What follows belongs to an exercise in optimizing a design on an open flow for small area, a short achievable clock period and few clock cycles per item; a production flow would make more cautious choices. In this exercise RTL edits were held to simulation tests only and were not proved equivalent to the original. Power figures rest on the tool's default switching activity, not on a simulated workload.

==> design/flow/design.v <==
package phc_pkg;
  localparam int unsigned TABLE_ENTRIES = 32;
  localparam int unsigned IDX_W         = $clog2(TABLE_ENTRIES);
  localparam int unsigned CNT_W         = $clog2(TABLE_ENTRIES + 1);
  localparam int unsigned MAC_W  = 48;
  localparam int unsigned IP_W   = 32;
  localparam int unsigned PORT_W = 16;
  localparam int unsigned MS_W   = 32;
  localparam int unsigned KEY_W  = MAC_W + IP_W + PORT_W;
  localparam int unsigned HOLDOFF_RESET_SEC = 2;
  localparam logic [MS_W-1:0] HOLDOFF_RESET = MS_W'(HOLDOFF_RESET_SEC * 1000);
  typedef enum logic [1:0] {
    OUT_CONNECT  = 2'd0,
    OUT_SUPPRESS = 2'd1,
    OUT_FULL     = 2'd2
  } outcome_e;
  typedef struct packed {
    logic [MAC_W-1:0]  mac;
    logic [IP_W-1:0]   ip;
    logic [PORT_W-1:0] port;
  } peer_key_t;
  typedef struct packed {
    logic             key_we;
    logic             stamp_we;
    logic [IDX_W-1:0] addr;
    peer_key_t        key;
    logic [MS_W-1:0]  stamp;
  } store_wr_t;
endpackage
module phc_store (
  input  logic                          clk_i,
  input  phc_pkg::store_wr_t            wr_i,
  input  logic [phc_pkg::IDX_W-1:0]     rd_addr_i,
  output phc_pkg::peer_key_t            rd_key_o,
  output logic [phc_pkg::MS_W-1:0]      rd_stamp_o
);
  logic [phc_pkg::KEY_W-1:0] key_mem   [0:phc_pkg::TABLE_ENTRIES-1];
  logic [phc_pkg::MS_W-1:0]  stamp_mem [0:phc_pkg::TABLE_ENTRIES-1];
  always_ff @(posedge clk_i) begin
    if (wr_i.key_we) begin
      key_mem[wr_i.addr] <= wr_i.key;
    end
    rd_key_o <= key_mem[rd_addr_i];
  end
  always_ff @(posedge clk_i) begin
    if (wr_i.stamp_we) begin
      stamp_mem[wr_i.addr] <= wr_i.stamp;
    end
    rd_stamp_o <= stamp_mem[rd_addr_i];
  end
endmodule
module peer_connect_holdoff_table_unit (
  input  logic                       clk_i,
  input  logic                       rst_ni,
  input  logic                       req_valid_i,
  output logic                       req_ready_o,
  input  logic [phc_pkg::MAC_W-1:0]  req_peer_mac_i,
  input  logic [phc_pkg::IP_W-1:0]   req_peer_ip_i,
  input  logic [phc_pkg::PORT_W-1:0] req_peer_port_i,
  input  logic [phc_pkg::MS_W-1:0]   req_now_ms_i,
  output logic                       rsp_valid_o,
  input  logic                       rsp_ready_i,
  output logic [1:0]                 rsp_outcome_o,
  output logic                       rsp_was_known_o,
  input  logic                       cfg_valid_i,
  output logic                       cfg_ready_o,
  input  logic [phc_pkg::MS_W-1:0]   cfg_holdoff_ms_i
);
  typedef enum logic [1:0] {
    ST_IDLE,
    ST_SCAN,
    ST_MISS,
    ST_FINISH
  } state_e;
  state_e                           state_q, state_d;
  logic [phc_pkg::IDX_W-1:0]        idx_q, idx_d;
  logic [phc_pkg::CNT_W-1:0]        count_q, count_d;
  logic [phc_pkg::MS_W-1:0]         holdoff_q;
  phc_pkg::peer_key_t               key_q;
  logic [phc_pkg::MS_W-1:0]         now_q;
  logic [1:0]                       res_outcome_q, res_outcome_d;
  logic                             res_known_q, res_known_d;
  logic                             out_valid_q;
  logic [1:0]                       out_outcome_q;
  logic                             out_known_q;
  phc_pkg::store_wr_t               wr;
  logic [phc_pkg::IDX_W-1:0]        rd_addr;
  phc_pkg::peer_key_t               rd_key;
  logic [phc_pkg::MS_W-1:0]         rd_stamp;
  logic [phc_pkg::MS_W-1:0]         elapsed;
  logic                             hit;
  logic                             last;
  logic                             req_fire;
  logic                             out_free;
  phc_store u_store (
    .clk_i      (clk_i),
    .wr_i       (wr),
    .rd_addr_i  (rd_addr),
    .rd_key_o   (rd_key),
    .rd_stamp_o (rd_stamp)
  );
  assign req_ready_o = (state_q == ST_IDLE);
  assign req_fire    = req_valid_i && req_ready_o;
  assign cfg_ready_o = 1'b1;
  assign rsp_valid_o     = out_valid_q;
  assign rsp_outcome_o   = out_outcome_q;
  assign rsp_was_known_o = out_known_q;
  assign out_free        = !out_valid_q || rsp_ready_i;
  assign rd_addr = (state_q == ST_SCAN) ? idx_q + 1'b1 : '0;
  assign hit     = (rd_key == key_q);
  assign last    = (({1'b0, idx_q} + phc_pkg::CNT_W'(1)) == count_q);
  assign elapsed = now_q - rd_stamp;
  always_comb begin
    state_d       = state_q;
    idx_d         = idx_q;
    count_d       = count_q;
    res_outcome_d = res_outcome_q;
    res_known_d   = res_known_q;
    wr            = '0;
    wr.key        = key_q;
    wr.stamp      = now_q;
    unique case (state_q)
      ST_IDLE: begin
        if (req_fire) begin
          idx_d   = '0;
          state_d = (count_q == '0) ? ST_MISS : ST_SCAN;
        end
      end
      ST_SCAN: begin
        if (hit) begin
          res_known_d = 1'b1;
          if (elapsed > holdoff_q) begin
            wr.stamp_we   = 1'b1;
            wr.addr       = idx_q;
            res_outcome_d = phc_pkg::OUT_CONNECT;
          end else begin
            res_outcome_d = phc_pkg::OUT_SUPPRESS;
          end
          state_d = ST_FINISH;
        end else if (last) begin
          state_d = ST_MISS;
        end else begin
          idx_d = idx_q + 1'b1;
        end
      end
      ST_MISS: begin
        res_known_d = 1'b0;
        if (count_q == phc_pkg::CNT_W'(phc_pkg::TABLE_ENTRIES)) begin
          res_outcome_d = phc_pkg::OUT_FULL;
        end else begin
          wr.key_we     = 1'b1;
          wr.stamp_we   = 1'b1;
          wr.addr       = count_q[phc_pkg::IDX_W-1:0];
          count_d       = count_q + 1'b1;
          res_outcome_d = phc_pkg::OUT_CONNECT;
        end
        state_d = ST_FINISH;
      end
      ST_FINISH: begin
        if (out_free) begin
          state_d = ST_IDLE;
        end
      end
      default: state_d = ST_IDLE;
    endcase
  end
  always_ff @(posedge clk_i or negedge rst_ni) begin
    if (!rst_ni) begin
      state_q       <= ST_IDLE;
      idx_q         <= '0;
      count_q       <= '0;
      holdoff_q     <= phc_pkg::HOLDOFF_RESET;
      out_valid_q   <= 1'b0;
      out_outcome_q <= phc_pkg::OUT_CONNECT;
      out_known_q   <= 1'b0;
    end else begin
      state_q <= state_d;
      idx_q   <= idx_d;
      count_q <= count_d;
      if (cfg_valid_i && cfg_ready_o) begin
        holdoff_q <= cfg_holdoff_ms_i;
      end
      if (state_q == ST_FINISH && out_free) begin
        out_valid_q   <= 1'b1;
        out_outcome_q <= res_outcome_q;
        out_known_q   <= res_known_q;
      end else if (rsp_ready_i) begin
        out_valid_q <= 1'b0;
      end
    end
  end
  always_ff @(posedge clk_i) begin
    if (req_fire) begin
      key_q.mac  <= req_peer_mac_i;
      key_q.ip   <= req_peer_ip_i;
      key_q.port <= req_peer_port_i;
      now_q      <= req_now_ms_i;
    end
    res_outcome_q <= res_outcome_d;
    res_known_q   <= res_known_d;
  end
endmodule
==> design/flow/run.sh <==
#!/bin/bash
# synth_recipe.tcl (not shown) runs the flow's synth.tcl, then flattens the netlist and writes it again
# the make line also repeats each setting of config.mk as NAME=value (left out here)
make -C /OpenROAD-flow-scripts/flow DESIGN_CONFIG=/design/flow/config.mk WORK_HOME=/design/flow/orfs CLKGATE_MAP_FILE= SYNTH_SCRIPT=/design/flow/synth_recipe.tcl finish
==> design/flow/config.mk <==
export PLATFORM = sky130hd
export DESIGN_NAME = peer_connect_holdoff_table_unit
export DESIGN_NICKNAME = peer_connect_holdoff_table_unit
export VERILOG_FILES = /design/flow/design.v
export SDC_FILE = /design/flow/constraint.sdc
export NUM_CORES = 4
export LEC_CHECK = 0
export CAP_MARGIN = 20
export CORE_MARGIN = 2
export CORE_UTILIZATION = 40
export SLEW_MARGIN = 20
==> design/flow/constraint.sdc <==
create_clock -name core_clock -period 8.0 [get_ports {clk_i}]
set_input_delay 1.6000 -clock core_clock [delete_from_list [all_inputs] [get_ports {clk_i}]]
set_output_delay 1.6000 -clock core_clock [all_outputs]
set_load 0.01 [all_outputs]
==> run summary <==
-- area by class of cell --
type                    count  area share (%)
flip-flops and latches   4404            68.0
multi-input cells        3097            17.9
clock buffers             571            6.15
well taps                5497            3.58
repair buffers            494            2.78
clock inverters           255            1.38
inverters                  83           0.162
diodes                      4         0.00521
-- state kept, by name, indices dropped and copies added, names as in the netlist, 2 cells and up --
signal	flops
count_q	6
key_q	96
out_outcome_q	2
u_store.rd_stamp_o	32
u_store.rd_key_o	96
holdoff_q	32
now_q	32
res_outcome_q	2
u_store.key_mem	3072
state_q	2
idx_q	5
u_store.stamp_mem	1024
-- through the flow --
stage               utilization, %  power, mW  hold WS (ns)  cells
floorplan                        -       36.0         0.455   8132
global placement              42.7       41.3         0.490  13600
detailed placement            42.7       41.4         0.493  13600
CTS                           46.2       61.9         0.504  14400
global route                  46.2       63.5         0.521  14400
finish                        46.2       61.5         0.507  14400
-- layout by cell type (no fill, tap or decap), types with 83 or more instances in the layout --
master                            synthesis  layout
sky130_fd_sc_hd__buf_12                   0      96
sky130_fd_sc_hd__buf_4                    2     226
sky130_fd_sc_hd__clkbuf_1               421     100
sky130_fd_sc_hd__clkbuf_16                0     441
sky130_fd_sc_hd__clkdlybuf4s50_1          0     167
sky130_fd_sc_hd__clkinv_2                 0      92
sky130_fd_sc_hd__dfxtp_1                128     128
sky130_fd_sc_hd__edfxtp_1              4227    4227
sky130_fd_sc_hd__inv_1                   83      83
sky130_fd_sc_hd__mux2_2                 134     134
sky130_fd_sc_hd__mux4_2                 768     768
sky130_fd_sc_hd__o21ai_0                553     553
sky130_fd_sc_hd__o221ai_1               502     501
sky130_fd_sc_hd__o22ai_1                500     500
sky130_fd_sc_hd__xor2_1                 110     108
-- final timing paths --
check                                           end  depth (start not counted)             start  slack [ns]
setup / recovery           u_store.stamp_mem[15][3]                         20          now_q[1]        0.76
hold / removal                     out_outcome_q[1]                          1  res_outcome_q[1]        0.51
setup reg to reg           u_store.stamp_mem[15][3]                         20          now_q[1]        0.76
hold reg to reg                    out_outcome_q[1]                          1  res_outcome_q[1]        0.51
max in group asynchronous                  idx_q[0]                          2            rst_ni        6.63
min in group asynchronous             holdoff_q[12]                          2            rst_ni        0.79
-- cells in the mapped netlist (3+ instances only) --
master	n
sky130_fd_sc_hd__clkbuf_1	421
sky130_fd_sc_hd__dfrtp_1	43
sky130_fd_sc_hd__nor4_1	37
sky130_fd_sc_hd__a211oi_1	19
sky130_fd_sc_hd__mux2_2	134
sky130_fd_sc_hd__and3_1	8
sky130_fd_sc_hd__a211o_1	3
sky130_fd_sc_hd__nor2b_1	4
sky130_fd_sc_hd__mux2i_1	16
sky130_fd_sc_hd__buf_2	72
sky130_fd_sc_hd__a31o_2	3
sky130_fd_sc_hd__inv_1	83
sky130_fd_sc_hd__nand3_1	17
sky130_fd_sc_hd__and2_1	16
sky130_fd_sc_hd__o22ai_1	500
sky130_fd_sc_hd__nand4_1	18
sky130_fd_sc_hd__a21oi_1	25
sky130_fd_sc_hd__or2_2	3
sky130_fd_sc_hd__a221o_1	3
sky130_fd_sc_hd__nand2_1	65
sky130_fd_sc_hd__edfxtp_1	4227
sky130_fd_sc_hd__nand2b_1	7
sky130_fd_sc_hd__nor2_1	59
sky130_fd_sc_hd__o21bai_1	3
sky130_fd_sc_hd__a21o_1	27
sky130_fd_sc_hd__o221ai_1	502
sky130_fd_sc_hd__buf_1	51
sky130_fd_sc_hd__ha_1	71
sky130_fd_sc_hd__xnor2_1	25
sky130_fd_sc_hd__dfstp_2	6
sky130_fd_sc_hd__dfxtp_1	128
sky130_fd_sc_hd__xor2_1	110
sky130_fd_sc_hd__o211ai_1	5
sky130_fd_sc_hd__a31oi_1	18
sky130_fd_sc_hd__nor3_1	44
sky130_fd_sc_hd__o21ai_0	553
sky130_fd_sc_hd__mux4_2	768
-- power by group --
group / internal [mW] / switching (mW) / leakage, nW
clock: 11.7 / 8.85 / 7.08
sequential: 27.1 / 0.461 / 39.7
combinational: 4.76 / 8.57 / 13.4
-- logic make-up after synthesis --
kind of cell	Yosys count
adder cells (fa/ha/maj)	72
XOR/XNOR	136
AND/OR/NAND/NOR	287
other	1
AO/OA/AOI/OAI	1683
multiplexers	918
flip-flops	4404
buffers and inverters	631
-- routing by layer --
layer	routed length, µm	vias up	GRT usage, %
li1	-	35500	-
met3	33600	643	2.82
met1	184000	45900	29.1
met5	27	-	0
met2	224000	3981	34.8
met4	11700	4	5.34
==> run summary <==
The run finished with no timing, DRC or antenna violations. The number of library cell types mapped by synthesis is 65. The relative max-transition margin came out at a little under a fifth. The worst hold path belongs to the class reg -> reg.

The insertion delay to the later sink of the worst-skew pair came out at 1.04 ns. Dividing total power by cell area gives a power density of between 300 and 400 mW/mm². The number of remaining DRC errors is 0.

The die is between 600 and 700 µm tall. The detailed-router iteration count before antenna repair is 8. The cell leakage power came out at about 60 nW.

The post-synthesis adder-cell area fraction came out at less than 1%. After synthesis, the largest family of logic cells by area is multiplexers. The total congestion overflow came out at 0.

The complex-gate fraction of the synthesized area is approximately 6.7%. At the pin with the least slew margin, the transition time is 1.21 ns. At the end of routability-driven placement, the weighted congestion stood at approximately 0.85.

TritonCTS built the clock tree. The worst-path maximum fanout came out at 32. Global routing used 20.9% of the available tracks across all layers. The number of nets in the synthesized netlist is approximately 8.4k. The final-report max-slew violation count came out at 0.

In this run the horizontal extent of the chip is 650 µm. The library cell with the largest summed area after synthesis is sky130_fd_sc_hd__edfxtp_1. The die footprint came out at 0.422 mm². The setup TNS after final layout came out at 0 ns. The xor and xnor area share after synthesis came out at less than 1%. At the placement stage, the worst setup path has a slack of between 0.9 and 1 ns. On the worst path, the slowest cell contributes a delay of 0.93 ns. The worst setup path category is reg -> reg. The global-route wire length before repair came out at 643,000 µm.

The reported max-cap violation count came out at 0. After clock tree synthesis, the clock-pin slew on the worst setup and hold paths is 0.06 ns. The total number of H-tree levels came out at 5. Walking the worst path, the cells encountered are ha_1 -> nor2b_1 -> o2111ai_1 -> a21oi_1 -> o211ai_1 -> nand3_1 -> o21ai_0 -> a31oi_1 -> or4_1 -> nand3_1 -> ha_1 -> nand4_1 -> nor4_1 -> and4_1 -> nor2_1 -> a31o_2 -> a22oi_2 -> buf_4 -> nor2_4 -> buf_4. The startpoint type of the worst setup path is a flip-flop. The hold-fix buffer count after cts is 0. The layout has between 30k and 40k filler cells. The buffering stage count on the worst path with inverters included came out at 2. The initial antenna violation count came to 20. The pin count of the biggest net entering global routing came out at 156. The count of yosys warnings during synthesis came out at 2. Setup violations remaining at the end of the flow were counted as 0. Setup repair after global routing left no endpoint under its margin. The number of clock buffers added by TritonCTS is between 400 and 500. By area the synthesized netlist is led by sky130_fd_sc_hd__edfxtp_1, sky130_fd_sc_hd__mux4_2, sky130_fd_sc_hd__o221ai_1. The area fraction in and, or, nand and nor cells after synthesis is 0.852%. The growth of design area from synthesis to finish is 15.2%. The multi-input combinational cells in the finished layout cover a total of about 0.035 mm². The standard cell core area is approximately 0.42 mm².

The number of nets with antenna violations after detailed routing came out at 0. The proportion of layout cells with a drive suffix above 1 came out at between 20% and 30%. Across the VDD grid, the largest voltage drop is 0.304 mV.

In the routed layout, each cell is associated on average with a via count of around 6. The count of cells resized by post-cts repair came out at 0. The count of vias placed by the detailed router is about 86k. The count of routing violations after the opening detailed-route iteration is 11.4k. The final critical path takes up 90.5% of the cycle.

Clock tree synthesis selected as its root buffer the cell sky130_fd_sc_hd__clkbuf_16. The cell area after placement came out at approximately 0.18 mm². For the worst setup path, the data required time is roughly 8.6 ns. The data arrival at the endpoint of the critical path came out at between 7 and 8 ns. The initial standard-cell utilization of the core came out at between 40% and 50%. The number of nets in the finished design is a little under 9k. The cell area after technology mapping is approximately 0.17 mm². STA classifies the critical path endpoint as a flip-flop. The timing-limited maximum frequency is roughly 0.14 GHz. The final design area excluding fillers is 0.192 mm². The average footprint of a synthesized cell is roughly 21 µm². The post-DP HPWL came out at around 240,000 µm.

In this run the tool buffered the top-level ports with around 170 buffer cells. The shortest clock period the worst path allows after layout came out at between 7 and 8 ns. The number of failing hold endpoints at the final stage came out at 0. Across all setup checks in the final design, the least slack found is ~0.76 ns. Clock skew on the completed layout was measured at between 0.1 and 0.15 ns. In the synthesized netlist the async set-or-reset flop fraction comes to around 1.1%. For this design, the slowest cell found on the critical path is sky130_fd_sc_hd__a22oi_2.

The number of standard-cell rows in the floorplan is ~240. The TritonCTS sink count is approximately 4.4k. The maximum root-to-sink buffer count came out at 4. The top cell type's share of synthesized area is about 76%. The post-CTS setup repair buffer count is 0. The total of flip-flops plus latches after synthesis is between 4k and 5k.

The via count of the first global-routing pass is ~86k. Among cell families on the critical path, the largest total delay comes from compound AO/OA/AOI/OAI gates. The count of flip-flops with a built-in enable after synthesis came out at between 4k and 5k. The post-detailed-route wirelength per cell came out at ~31 µm. The proportion of synthesized chip area in sequential cells is 78.3%. The total length of routed wires came out at approximately 450,000 µm. The multiplexer fraction of the synthesized cell area came out at between 10% and 20%.

Among all flip-flop cells after synthesis, the most frequent one is sky130_fd_sc_hd__edfxtp_1. After technology mapping, the gate count stands at 8,132. roughly 170 I/O pins were placed.

The sequential cell area is ~0.13 mm².
Testbench counts, summed over its fixed seeds: cycles 101,911, items 4,800.

## static timing again, ports no longer ideal
The flow's constraints put no driver on any port. The routed layout listed below was extracted and timed again, unchanged, in two steps.
Step 1 (the two cells are an assumption about what drives the block):
set clk [get_ports {clk_i}]
set_driving_cell -lib_cell sky130_fd_sc_hd__clkbuf_16 $clk
set_driving_cell -lib_cell sky130_fd_sc_hd__buf_2 [delete_from_list [all_inputs] $clk]
Step 2 also shifts input and output timing later by t, the mid clock arrival at the registers, as if the neighbouring blocks saw the same clock.
Slacks: no drivers / after step 1 / after step 2; pairs: no drivers / after step 1.
t, ns: 1.084
slack for setup (ns): 0.763 / 0.763 / 0.763
hold slack, ns: 0.507 / 0.507 / 0.507
worst setup path at the end: register to register
After both steps this run still meets setup and hold. For this run, drivers alone change the setup slack by 0.000 ns; drivers and shift together by 0.000 ns.
